From an optimization exercise on the open Yosys and OpenROAD flow, aimed at small area, a short achievable clock period and few clock cycles per item; shortcuts taken in it are not production practice. Function was checked by simulation only, so behaviour that the tests miss may differ from the original. Power and IR drop assume default switching activity.

P:
// mul_top
module mul_top (
    input  logic        clk_i,
    input  logic        rst_i,
    input  logic        req_i,
    input  logic [31:0] op_a_i,
    input  logic [31:0] op_b_i,
    input  logic [2:0]  func3_i,
    output logic        ack_o,
    output logic [31:0] result_o
);
==> flow/config.mk <==
export PLATFORM = sky130hd
export DESIGN_NAME = mul_top
export DESIGN_NICKNAME = mul_top
export VERILOG_FILES = /design/flow/design.v
export SDC_FILE = /design/flow/constraint.sdc
export NUM_CORES = 4
export LEC_CHECK = 0
export CAP_MARGIN = 20
export CORE_MARGIN = 2
export CORE_UTILIZATION = 45
export CTS_BUF_LIST = sky130_fd_sc_hd__clkbuf_4 sky130_fd_sc_hd__clkbuf_8
export PLACE_DENSITY = 0.65
export SLEW_MARGIN = 20
==> flow/constraint.sdc <==
create_clock -name core_clock -period 8.2 [get_ports {clk_i}]
set_input_delay 1.6400 -clock core_clock [delete_from_list [all_inputs] [get_ports {clk_i}]]
set_output_delay 1.6400 -clock core_clock [all_outputs]
set_load 0.01 [all_outputs]
standard.sh (not shown) runs the stock make flow with config.mk's settings and CLKGATE_MAP_FILE= SYNTH_SCRIPT=/design/flow/synth_recipe.tcl, a recipe that flattens the netlist after the stock synthesis.
==> flow/flow/run.sh <==
#!/bin/bash
set -euo pipefail
export BUFFER_PORTS_ARGS="-buffer_cell sky130_fd_sc_hd__buf_1"
sed -e 's/ SETUP_SLACK_MARGIN=[^ ]*//' -e 's/ "\${@:-finish}"/ SETUP_SLACK_MARGIN=5.3 "\${@:-finish}"/' standard.sh > standard_margin.sh
grep -q "SETUP_SLACK_MARGIN=5.3" standard_margin.sh
bash standard_margin.sh > standard.log 2>&1
P went all the way through the flow, and no timing, DRC or antenna check failed.
Testbench counts of P, summed over its fixed seeds: cycles 34,455, items 4,800.
The following lists how Q was set up differently from P:
--- a/flow/config.mk
+++ b/flow/config.mk
@@ -12 +12 @@
-export PLACE_DENSITY = 0.65
+export PLACE_DENSITY = 0.6
@@ -13,0 +14 @@
+export TNS_END_PERCENT = 10
--- outcome ---
Lower post-CTS setup buffer count was reported by Q, not P.
Per the comparison of Q with P, number of cells on the critical path dropped 1, clock power climbed about 2%.
Going from P to Q, net switching power figure level; placed cell area level; post-layout total power moved up; area taken by flip-flops and latches level; final area moved down.
Between P and Q, the worst hold slack figures differ only marginally.
Setup changes, Q to R
==> flow/flow/run.sh <==
#!/bin/bash
set -euo pipefail
export BUFFER_PORTS_ARGS="-buffer_cell sky130_fd_sc_hd__buf_1"
sed -e 's/ SETUP_SLACK_MARGIN=[^ ]*//' -e 's/ "\${@:-finish}"/ SETUP_SLACK_MARGIN=5.5 "\${@:-finish}"/' standard.sh > standard_margin.sh
grep -q "SETUP_SLACK_MARGIN=5.5" standard_margin.sh
bash standard_margin.sh > standard.log 2>&1
--- a/flow/config.mk
+++ b/flow/config.mk
@@ -14 +13,0 @@
-export TNS_END_PERCENT = 10
==> comparison <==
- Diff Q -> R | layout buffer count excluding clock buffers | increase of 50%
- Q → R: power share of the clock group now sits lower, sequential share of cell area now sits lower, post-synthesis to final-layout area growth now sits higher, worst-case setup slack after placement now sits higher.
- Via count (Q / R): 0.946
- Compared with Q, R shows total power that has gone up by a little under 10%.
Here is what was changed in the inputs of S compared with R.
==> flow/flow/run.sh <==
#!/bin/bash
# The standard layout (the standard.sh: same make targets and settings),
# except that the port buffers are the plain buf_1 instead of the buffer
# that buffer_ports picks by default.
set -euo pipefail
export BUFFER_PORTS_ARGS="-buffer_cell sky130_fd_sc_hd__buf_1"
bash standard.sh > standard.log 2>&1
--- a/flow/config.mk
+++ b/flow/config.mk
@@ -11 +10,0 @@
-export CTS_BUF_LIST = sky130_fd_sc_hd__clkbuf_4 sky130_fd_sc_hd__clkbuf_8
@@ -12,0 +12 @@
+export SETUP_SLACK_MARGIN = 5
Results
- Taking R as the reference point, the sequential share of layout area of S rises by 2.4 points.
- The global routing met1 resource utilization number comes out higher for R vs S.
- On core utilization, the lower figure sits with S, not R.
- In S the cell internal power dissipation turned out 2.1% lower than in R.
- Compared with R, in S number of detailed-routing iterations run before antenna repair now sits higher, met3 demand-to-capacity share in global routing now sits lower.


== lane 1 ==
Starting RTL as in the previous note.
## mul_top
module mul_top (
    input  logic        clk_i,
    input  logic        rst_i,
    input  logic        req_i,
    input  logic [31:0] op_a_i,
    input  logic [31:0] op_b_i,
    input  logic [2:0]  func3_i,
    output logic        ack_o,
    output logic [31:0] result_o
);
clock: 8.2 ns
lec_check: 0
cap_margin: 20
core_margin: 2
core_utilization: 45
cts_buf_list: sky130_fd_sc_hd__clkbuf_4 sky130_fd_sc_hd__clkbuf_8
cts_cluster_diameter: 100
cts_cluster_size: 30
place_density: 0.6
slew_margin: 20
==> flow/flow/run.sh <==
#!/bin/bash
set -euo pipefail
export BUFFER_PORTS_ARGS="-buffer_cell sky130_fd_sc_hd__buf_1"
sed -e 's/ SETUP_SLACK_MARGIN=[^ ]*//' -e 's/ "\${@:-finish}"/ SETUP_SLACK_MARGIN=5.3 "\${@:-finish}"/' standard.sh > standard_margin.sh
grep -q "SETUP_SLACK_MARGIN=5.3" standard_margin.sh
bash standard_margin.sh > standard.log 2>&1
Testbench counts of lane 1, summed over its fixed seeds: cycles 34,455, items 4,800.
Inputs modified between lane 1 and lane 2:
- CTS_CLUSTER_DIAMETER no longer set, was 100
- CORE_UTILIZATION now 40, was 45
- CTS_CLUSTER_SIZE no longer set, was 30
### Flow results
| power | lane 2 vs lane 1 | better |
Area share of buffers outside the clock network ends up lower on lane 1.
Area inside the core boundary, lane 2 vs lane 1: up by more than 10%
Changes observed in lane 2 relative to lane 1: total detailed-routing wirelength went up by 4.5%, final area went up by 240 um2, total die area went up by about 12%.
### lane 2 -> lane 3
- swapping 40 for 45 in CORE_UTILIZATION
- putting SETUP_SLACK_MARGIN at 5 where nothing was set
==> flow/flow/run.sh <==
#!/bin/bash
# The standard layout (the standard.sh: same make targets and settings),
# except that the port buffers are the plain buf_1 instead of the buffer
# that buffer_ports picks by default.
set -euo pipefail
export BUFFER_PORTS_ARGS="-buffer_cell sky130_fd_sc_hd__buf_1"
bash standard.sh > standard.log 2>&1
==> notes.md <==
Against lane 2, lane 3 reports a largest voltage drop on the vdd net that is lower.
Parity-gate share of the synthesized area counting xor and xnor cells: lane 2 vs lane 3 identical
Clock period minus worst slack delta (lane 3 − lane 2): unfavourable
Lane 3 reports its capture point of the critical path as c_q[17] while lane 2 reports lo_q[25].
Looking at total power after layout, lane 3 sits 3.1% below lane 2.
Lane 2 -> lane 3: number of ordinary and repair buffers in the finished layout decreased by more than 10%


mul_top, a different RTL version from the one above (not shown whole).
For scale: roughly 1,400 cells after synthesis, about 170 flip-flops, ~100 I/O pins.
clock: 8.2 ns
lec_check: 0
cap_margin: 20
core_margin: 2
core_utilization: 45
place_density: 0.6
setup_slack_margin: 5
slew_margin: 20
run.sh (not shown) runs the stock make flow with config.mk's settings and CLKGATE_MAP_FILE= SYNTH_SCRIPT=/design/flow/synth_recipe.tcl, a recipe that flattens the netlist after the stock synthesis.
Stock flow here: none of the scripts above is used.
Testbench counts at the start, summed over its fixed seeds: cycles 34,455, items 4,800.
Rerun with:
==> flow/flow/run.sh (new file) <==
#!/bin/bash
# The standard layout (the standard.sh: same make targets and settings),
# except that the port buffers are the plain buf_1 instead of the buffer
# that buffer_ports picks by default.
set -euo pipefail
export BUFFER_PORTS_ARGS="-buffer_cell sky130_fd_sc_hd__buf_1"
bash standard.sh > standard.log 2>&1
==> flow/standard.sh (new file) <==
#!/bin/bash
# synth_recipe.tcl (not shown) runs the flow's synth.tcl, then flattens the netlist and writes it again
# the make line also repeats each setting of config.mk as NAME=value (left out here)
make -C /OpenROAD-flow-scripts/flow DESIGN_CONFIG=/design/flow/config.mk WORK_HOME=/design/flow/orfs CLKGATE_MAP_FILE= SYNTH_SCRIPT=/design/flow/synth_recipe.tcl "${@:-finish}"
removed: flow/run.sh
What happened:
- The new run produced a clean layout
- critical path depth rose by 10
- final area shrinks by 4.5%
- wire length is lower by 1.1%
- global-route usage came out lower by 0.34 points
- non-clock buffer count goes down by 7
- sequential power is about the same
- area after synthesis stays the same
- die area is unchanged
- clock-buffer cell count drops by 1
- sequential cell count is unchanged
- total power went down by 2.1%


mul_top, a different RTL version from the one above (not shown whole).
For scale: about 1500 cells after synthesis, about 170 flip-flops, roughly 15000 um2 of cells after synthesis.
// mul_top
module mul_top (
    input  logic        clk_i,
    input  logic        rst_i,
    input  logic        req_i,
    input  logic [31:0] op_a_i,
    input  logic [31:0] op_b_i,
    input  logic [2:0]  func3_i,
    output logic        ack_o,
    output logic [31:0] result_o
);
    logic              busy_q;     
    logic              fin_q;      
    logic [2:0]        cnt_q;
    logic              last_q;     
    logic [31:0]       a_q;
    logic              a32_q;      
    logic              ub_q;       
    logic              hi_q;       
    logic [31:0]       lo_q;       
    logic [40:0]       s_q;
    logic [40:0]       c_q;
    logic              cin_q;
    logic [3:0]        bone_q;     
    logic [3:0]        btwo_q;
    logic [3:0]        bneg_q;
    logic [33:0]       a_ext;
    logic [8:0]        win_cap;    
    logic [8:0]        win_nxt;    
    logic [3:0]        cone, ctwo, cneg, none, ntwo, nneg;
    logic [40:0]       s_d;
    logic [40:0]       c_d;
    logic [8:0]        low_sum;
    logic [40:0]       fsum;
    logic              ub_d;
    logic              nxt_extra;
    logic              nxt_last;
    assign a_ext = {a32_q, a32_q, a_q};
    assign ub_d      = op_b_i[31] & ((func3_i == 3'd2) | (func3_i == 3'd3));
    assign nxt_extra = (cnt_q == 3'd3);
    assign nxt_last  = ub_q ? nxt_extra : (cnt_q == 3'd2);
    assign win_cap   = {op_b_i[7:0], 1'b0};
    assign win_nxt   = {lo_q[15:8] & {8{~nxt_extra}}, lo_q[7]};
    always_comb begin
        cone[0] = win_cap[1] ^ win_cap[0];
        ctwo[0] = (win_cap[2] & ~win_cap[1] & ~win_cap[0]) | (~win_cap[2] & win_cap[1] & win_cap[0]);
        cneg[0] = win_cap[2];
        cone[1] = win_cap[3] ^ win_cap[2];
  ...
clock: 8.2 ns
lec_check: 0
cap_margin: 20
core_margin: 2
core_utilization: 45
place_density: 0.6
slew_margin: 20
standard.sh (not shown) runs the stock make flow with config.mk's settings and CLKGATE_MAP_FILE= SYNTH_SCRIPT=/design/flow/synth_recipe.tcl, a recipe that flattens the netlist after the stock synthesis.
==> flow/flow/run.sh <==
#!/bin/bash
set -euo pipefail
sed -e 's/ SETUP_SLACK_MARGIN=[^ ]*//' -e 's/ "\${@:-finish}"/ SETUP_SLACK_MARGIN=5.7 "\${@:-finish}"/' standard.sh > standard_margin.sh
grep -q "SETUP_SLACK_MARGIN=5.7" standard_margin.sh
bash standard_margin.sh > standard.log 2>&1
Testbench counts at the start, summed over its fixed seeds: cycles 34,455, items 4,800.
Edit:
==> flow/run.sh (new file) <==
#!/bin/bash
# synth_recipe.tcl (not shown) runs the flow's synth.tcl, then flattens the netlist and writes it again
# the make line also repeats each setting of config.mk as NAME=value (left out here)
make -C /OpenROAD-flow-scripts/flow DESIGN_CONFIG=/design/flow/config.mk WORK_HOME=/design/flow/orfs CLKGATE_MAP_FILE= SYNTH_SCRIPT=/design/flow/synth_recipe.tcl finish
Settings changed: CORE_UTILIZATION 45 to 60, PLACE_DENSITY 0.6 to 0.7, SETUP_SLACK_MARGIN from default to 5.
removed: flow/flow/run.sh
removed: flow/standard.sh
The new run finished clean.
Routed wire length shrinks by 13%.
Count of clock-buffer cells in the layout does not change.
Synthesized cell count does not change.
Flip-flop and latch count stays the same.
Utilization goes up by 11 points.
Cell area fell by 9.9%.
Total power drops by 10%.
Sequential share of layout area grows by 2.4 points.
Clock power fell by 6.9%.

[what the ideal ports hide]
In the flow no input, the clock included, has a driving cell. The finished layouts below were timed again as built, in two steps.
Step 1: set_driving_cell puts a clkbuf_16 on clk_i and a buf_2 on each other input, an assumption about the parent block.
Step 2 moves the port delays by t, midway between the first and last clock arrival at a register: inputs arrive t later, outputs are due t later. That takes back most of the time a late clock gives input paths.
Slacks: no drivers / after step 1 / after step 2; pairs: no drivers / after step 1.
run | t, ns | slack for setup (ns) | worst setup path at the end | latest minus earliest clock arrival (ns)
P | 0.530 | 5.274 / 5.274 / 5.274 | register to register | 0.026 / 0.027
Q | 0.520 | 5.202 / 5.202 / 5.202 | register to register | 0.021 / 0.021
R | 0.532 | 5.277 / 5.277 / 5.277 | register to register | 0.022 / 0.022
S | 0.479 | 5.101 / 5.101 / 5.101 | register to register | 0.015 / 0.015
lane 1 | 0.511 | 5.297 / 5.297 / 5.297 | register to register | 0.017 / 0.016
lane 2 | 0.524 | 5.200 / 5.200 / 5.200 | register to register | 0.023 / 0.023
lane 3 | 0.500 | 5.121 / 5.121 / 5.121 | register to register | 0.021 / 0.020
the first run of note 3 | 0.486 | 5.088 / 5.037 / 5.114 | register to register | 0.012 / 0.012
the second run of note 3 | 0.486 | 5.077 / 5.077 / 5.077 | register to register | 0.017 / 0.017
the first run of note 4 | 0.512 | 5.183 / 5.183 / 5.183 | register to register | 0.021 / 0.021
the second run of note 4 | 0.494 | 4.999 / 4.995 / 4.999 | register to register | 0.015 / 0.016
After both steps setup and hold are still met in every run listed.
